This design comes from an exercise in tuning for small area on the open sky130 flow, not from production work.
Only simulation tests tie the RTL to the original design; equivalence was not proved.
No activity file was given, so power comes from the tool's default toggle rates.

== build 75 ==
Design icmp_echo_reply_parser, start of the top module:
module icmp_echo_reply_parser (
    input  logic                                i_clk,
    input  logic                                i_rst_n,
    input  logic                                i_valid,
    output logic                                o_ready,
    input  icmp_pkg::t_in                       i_data,
    output logic                                o_valid,
    input  logic                                i_ready,
    output icmp_pkg::t_out                      o_data,
    input  logic                                i_cfg_we,
    input  logic [icmp_pkg::CFG_IDX_W-1:0]      i_cfg_idx,
    input  logic [icmp_pkg::CFG_DATA_W-1:0]     i_cfg_data
);
    logic [15:0] r_echo_id;
    logic        r_report_other;
    always_ff @(posedge i_clk) begin
        if (!i_rst_n) begin
            r_echo_id      <= 16'd0;
            r_report_other <= 1'b1;
        end else if (i_cfg_we) begin
            if (i_cfg_idx == icmp_pkg::CFG_ECHO_ID)      r_echo_id      <= i_cfg_data;
            if (i_cfg_idx == icmp_pkg::CFG_REPORT_OTHER) r_report_other <= i_cfg_data[0];
        end
    end
    logic r_hv;      
    logic r_tv;      
    logic r_rv;      
    logic back_ready;
    logic pop;
    logic to_tail;
    assign back_ready = !r_rv || i_ready;
    assign pop        = r_hv && back_ready;
    logic [10:0] r_cnt;
    logic [3:0]  r_hl4;
    logic        r_proto_ok;  
    logic [7:0]  r_nttl;     
    logic [7:0]  r_ntype;
    logic [7:0]  r_ncode;
    logic [15:0] r_id;
    logic [15:0] r_nseq;
    logic [31:0] r_nssec;    
    logic [19:0] r_nsu;      
    logic        r_neg;      
    logic        r_big;      
    logic [7:0]  din;
  ...
==> flow/config.mk <==
export PLATFORM = sky130hd
export DESIGN_NAME = icmp_echo_reply_parser
export DESIGN_NICKNAME = icmp_echo_reply_parser
export VERILOG_FILES = /design/flow/design.v
export SDC_FILE = /design/flow/constraint.sdc
export NUM_CORES = 4
export LEC_CHECK = 0
export CAP_MARGIN = 20
export CORE_MARGIN = 2
export CORE_UTILIZATION = 65
export SLEW_MARGIN = 20
==> flow/constraint.sdc <==
create_clock -name core_clock -period 10.0 [get_ports {i_clk}]
set_input_delay 2.0000 -clock core_clock [delete_from_list [all_inputs] [get_ports {i_clk}]]
set_output_delay 2.0000 -clock core_clock [all_outputs]
set_load 0.01 [all_outputs]
standard.sh (not shown) runs the stock make flow with config.mk's settings and CLKGATE_MAP_FILE= SYNTH_SCRIPT=/design/flow/synth_recipe.tcl, a recipe that flattens the netlist after the stock synthesis.
==> flow/flow/run.sh <==
#!/bin/bash
# Own flow: the standard layout (standard.sh with the standard flow's synthesis script
# synth_recipe.tcl), with three changes to how the layout is built:
#  - synthesis maps the logic with ABC's area script (ABC_AREA=1), and that
#    script (flow/abc_area.script, used from a copy of ORFS's scripts folder)
#    is an area-oriented one: dch + amap, twice. Registers are mapped before
#    ABC runs, so they are the standard synthesis's registers;
#  - the port buffers that global placement inserts are the smallest buffer,
#    sky130_fd_sc_hd__buf_1, instead of the cell buffer_ports picks itself;
#  - clock tree synthesis uses clkbuf_8 in small sink clusters and inserts no
#    dummy loads.
set -euo pipefail
here=$(pwd)
rm -rf "$here/scripts_abc"
cp -r "$FLOW_HOME/scripts" "$here/scripts_abc"
cp "$here/flow/abc_area.script" "$here/scripts_abc/abc_area.script"
export BUFFER_PORTS_ARGS="-buffer_cell sky130_fd_sc_hd__buf_1"
export CTS_ARGS="-sink_clustering_enable -repair_clock_nets -sink_clustering_size 18 -sink_clustering_max_diameter 50 -buf_list sky130_fd_sc_hd__clkbuf_8 -dont_use_dummy_load"
bash standard.sh SCRIPTS_DIR="$here/scripts_abc" ABC_AREA=1 finish > standard_make.log 2>&1
==> flow/flow/abc_area.script <==
strash
dch
amap
strash
dch
amap
topo
stime -c
Build 75 | stages: all done | timing, DRC, antenna: all pass
#### Input delta (build 60 over build 75)
Settings: CORE_UTILIZATION: 65 -> 40.
diff --git a/flow/flow/run.sh b/flow/flow/run.sh
--- a/flow/flow/run.sh
+++ b/flow/flow/run.sh
@@ -16,4 +16,4 @@
 cp "$here/flow/abc_area.script" "$here/scripts_abc/abc_area.script"
 export BUFFER_PORTS_ARGS="-buffer_cell sky130_fd_sc_hd__buf_1"
-export CTS_ARGS="-sink_clustering_enable -repair_clock_nets -sink_clustering_size 18 -sink_clustering_max_diameter 50 -buf_list sky130_fd_sc_hd__clkbuf_8 -dont_use_dummy_load"
+export CTS_ARGS="-sink_clustering_enable -repair_clock_nets -sink_clustering_size 16 -sink_clustering_max_diameter 60 -buf_list sky130_fd_sc_hd__clkbuf_8 -dont_use_dummy_load"
 bash standard.sh SCRIPTS_DIR="$here/scripts_abc" ABC_AREA=1 finish > standard_make.log 2>&1
[summary]
Of build 75 and build 60, the run reporting the lower fraction of standard cell area that is sequential was build 60. On build 60: design area is about 1% higher than what build 75 gave. Build 75 has a higher final critical delay including setup and external delays than build 60. In build 60, the utilization came out 29 points below the value in build 75. Delta (build 60 minus build 75): wire length the detailed router placed on met1 increased by 2600 um relative to the old numbers; floorplan die area increased by about 60% relative to the old numbers.
For build 83, these inputs were changed with respect to build 60:
==> flow/flow/run.sh <==
#!/bin/bash
# Own flow: the standard layout (standard.sh with the standard flow's synthesis script
# synth_recipe.tcl), run from a copy of ORFS's scripts folder with these
# changes to how the layout is built:
#  - synthesis maps the logic with ABC's area script (ABC_AREA=1), and that
#    script (flow/abc_area.script) is an area-oriented one: dch + amap, twice;
#  - Yosys's extract_fa extracts full adders only (extract_fa -fa): half
#    adders are left to ABC, which maps them with fewer inverters.
#    Registers are mapped by dfflibmap as in the standard synthesis, so they
#    are the standard synthesis's registers (same names and cell types);
#  - the port buffers that global placement inserts are the smallest buffer,
#    sky130_fd_sc_hd__buf_1, instead of the cell buffer_ports picks itself;
#  - clock tree synthesis uses clkbuf_8 in small sink clusters and inserts no
#    dummy loads.
set -euo pipefail
here=$(pwd)
rm -rf "$here/scripts_abc"
cp -r "$FLOW_HOME/scripts" "$here/scripts_abc"
cp "$here/flow/abc_area.script" "$here/scripts_abc/abc_area.script"
sed -i 's/extract_fa {\*}\[dont_use_extract_fa_args\]/extract_fa -fa/' "$here/scripts_abc/synth.tcl"
grep -q 'extract_fa -fa$' "$here/scripts_abc/synth.tcl"
export BUFFER_PORTS_ARGS="-buffer_cell sky130_fd_sc_hd__buf_1"
export CTS_ARGS="-sink_clustering_enable -repair_clock_nets -sink_clustering_size 16 -sink_clustering_max_diameter 60 -buf_list sky130_fd_sc_hd__clkbuf_8 -dont_use_dummy_load"
bash standard.sh SCRIPTS_DIR="$here/scripts_abc" ABC_AREA=1 finish > standard_make.log 2>&1
## What came out
- Build 83 against build 60: utilization of the core after routing stayed essentially flat, sum of routed wire segments on met1 fell by 5.4%, power consumption fell by about 0.4%, cell area after layout fell by 2.7%.
- Setup WNS build 60 -> build 83: better
- | area share of fa/ha/maj cells after synthesis | build 83 vs build 60 | 5.9 points lower |
--- input diff build 83..build 74 ---
Settings: changing CORE_UTILIZATION from 40 to 55.
diff --git a/flow/flow/run.sh b/flow/flow/run.sh
--- a/flow/flow/run.sh
+++ b/flow/flow/run.sh
@@ -21,4 +21,4 @@
 grep -q 'extract_fa -fa$' "$here/scripts_abc/synth.tcl"
 export BUFFER_PORTS_ARGS="-buffer_cell sky130_fd_sc_hd__buf_1"
-export CTS_ARGS="-sink_clustering_enable -repair_clock_nets -sink_clustering_size 16 -sink_clustering_max_diameter 60 -buf_list sky130_fd_sc_hd__clkbuf_8 -dont_use_dummy_load"
+export CTS_ARGS="-sink_clustering_enable -repair_clock_nets -sink_clustering_size 18 -sink_clustering_max_diameter 60 -buf_list sky130_fd_sc_hd__clkbuf_8 -dont_use_dummy_load"
 bash standard.sh SCRIPTS_DIR="$here/scripts_abc" ABC_AREA=1 finish > standard_make.log 2>&1
==> summary.txt <==
As far as number of multi-input combinational cells goes, build 83 and build 74 are indistinguishable; the numbers are identical.
Between build 74 and build 83, the difference in final net count is negligible.
Build 83 → build 74: post-synthesis to final-layout area growth saw a decrease; combinational share of power saw little to no change.
Going from build 83 to build 74, final total power shrinks by 0.78%.
Delta (build 74 minus build 83): clock share of power went down; headroom to the max-slew limit went down 11 points; global router's overall resource usage moved up.
Inputs modified between build 74 and build 88:
Settings: changing CORE_UTILIZATION from 55 to 65.
diff --git a/flow/flow/run.sh b/flow/flow/run.sh
--- a/flow/flow/run.sh
+++ b/flow/flow/run.sh
@@ -21,4 +21,4 @@
 grep -q 'extract_fa -fa$' "$here/scripts_abc/synth.tcl"
 export BUFFER_PORTS_ARGS="-buffer_cell sky130_fd_sc_hd__buf_1"
-export CTS_ARGS="-sink_clustering_enable -repair_clock_nets -sink_clustering_size 18 -sink_clustering_max_diameter 60 -buf_list sky130_fd_sc_hd__clkbuf_8 -dont_use_dummy_load"
+export CTS_ARGS="-sink_clustering_enable -repair_clock_nets -sink_clustering_size 10 -sink_clustering_max_diameter 40 -buf_list {sky130_fd_sc_hd__clkbuf_4 sky130_fd_sc_hd__clkbuf_8} -dont_use_dummy_load"
 bash standard.sh SCRIPTS_DIR="$here/scripts_abc" ABC_AREA=1 finish > standard_make.log 2>&1
==> comparison <==
- Build 88 | status: complete | timing, DRC, antenna: pass
- Taking build 88 over build 74, the met3 wire length ratio works out to 1.2.
- Sort build 88 and build 74 by leakage component of the power asc -> top: build 74
- For the worst hold slack, build 88 came in 0.015 ns higher than build 74 did.
- Between build 74 and build 88, the flow reports routability-driven placement congestion ratio increasing slightly.
- Build 88 against build 74: met3 track utilization from global routing increased 2.6 points, wire length reported by the detailed router decreased by about 4% relative to the old numbers, die area saw a decrease, number of stages on the worst setup path has remained practically unchanged.
The following lists how build 69 was set up differently from build 88:
==> flow/flow/run.sh <==
#!/bin/bash
# Own flow: the standard layout (standard.sh, unchanged synthesis) with
# two changes to how the layout is built:
#  - the port buffers that global placement inserts are the smallest buffer,
#    sky130_fd_sc_hd__buf_1, instead of the cell buffer_ports picks itself;
#  - clock tree synthesis uses clkbuf_8 in small sink clusters and inserts no
#    dummy loads.
set -euo pipefail
export BUFFER_PORTS_ARGS="-buffer_cell sky130_fd_sc_hd__buf_1"
export CTS_ARGS="-sink_clustering_enable -repair_clock_nets -sink_clustering_size 20 -sink_clustering_max_diameter 60 -buf_list sky130_fd_sc_hd__clkbuf_8 -dont_use_dummy_load"
bash standard.sh > standard_make.log 2>&1
removed: flow/flow/abc_area.script
Notes after the runs:
Build 69 and build 88 ended up with roughly the same slew of the pin with the lowest slew margin. Build 88 ended up with h_ds[11] as its end point of the critical path; build 69 ended up with q_rtt_s[31]. In build 69 the share of the clock period used by the worst path after layout turned out 7.8 points higher than in build 88. [build 69 vs build 88] minimum setup slack in the final design: lower in build 69. Build 69 vs build 88 — hold slack rose 0.0041 ns. Lower cell count goes to build 69 over build 88. [compare] base=build 88 new=build 69: number of rows in the core area higher, fraction of cell area in non-clock buffers decreased 0.16 points. Going from build 88 to build 69, total length of routed met2 wires shrinks by about 1.3%. Looking at wire length of the first global-routing pass, build 69 sits about 1.2% above build 88.

static timing again, ports no longer ideal:
The results above use ideal ports. As a check the final layouts listed here were re-extracted and re-timed, cells and wires unchanged.
Step 1 (the two cells are an assumption about what drives the block):
set clk [get_ports {i_clk}]
set_driving_cell -lib_cell sky130_fd_sc_hd__clkbuf_16 $clk
set_driving_cell -lib_cell sky130_fd_sc_hd__buf_2 [delete_from_list [all_inputs] $clk]
Step 2 times the ports against the registers' clock, not the clock port: input delays grow and output delays shrink by t, the midpoint of the rising clock arrivals with the driver on.
Slacks: ideal / step 1 / step 2; pairs: ideal / step 1.
| run | shift t [ns] | setup slack, ns | hold WS [ns] | worst setup path after step 2 | latest minus earliest clock arrival (ns) |
|---|---|---|---|---|---|
| build 75 | 0.563 | 2.840 / 2.840 / 2.840 | 0.388 / 0.388 / 0.388 | register to register | 0.044 / 0.044 |
| build 60 | 0.637 | 2.914 / 2.914 / 2.775 | 0.410 / 0.410 / 0.410 | input to register | 0.061 / 0.061 |
| build 83 | 0.615 | 3.731 / 3.754 / 3.139 | 0.395 / 0.395 / 0.395 | input to register | 0.073 / 0.073 |
| build 74 | 0.616 | 3.815 / 3.839 / 3.223 | 0.400 / 0.400 / 0.400 | input to register | 0.044 / 0.044 |
| build 88 | 0.582 | 3.753 / 3.773 / 3.191 | 0.414 / 0.414 / 0.414 | input to register | 0.071 / 0.072 |
| build 69 | 0.595 | 2.973 / 2.973 / 2.973 | 0.418 / 0.418 / 0.418 | register to register | 0.048 / 0.048 |
After both steps every run listed still meets setup and hold.
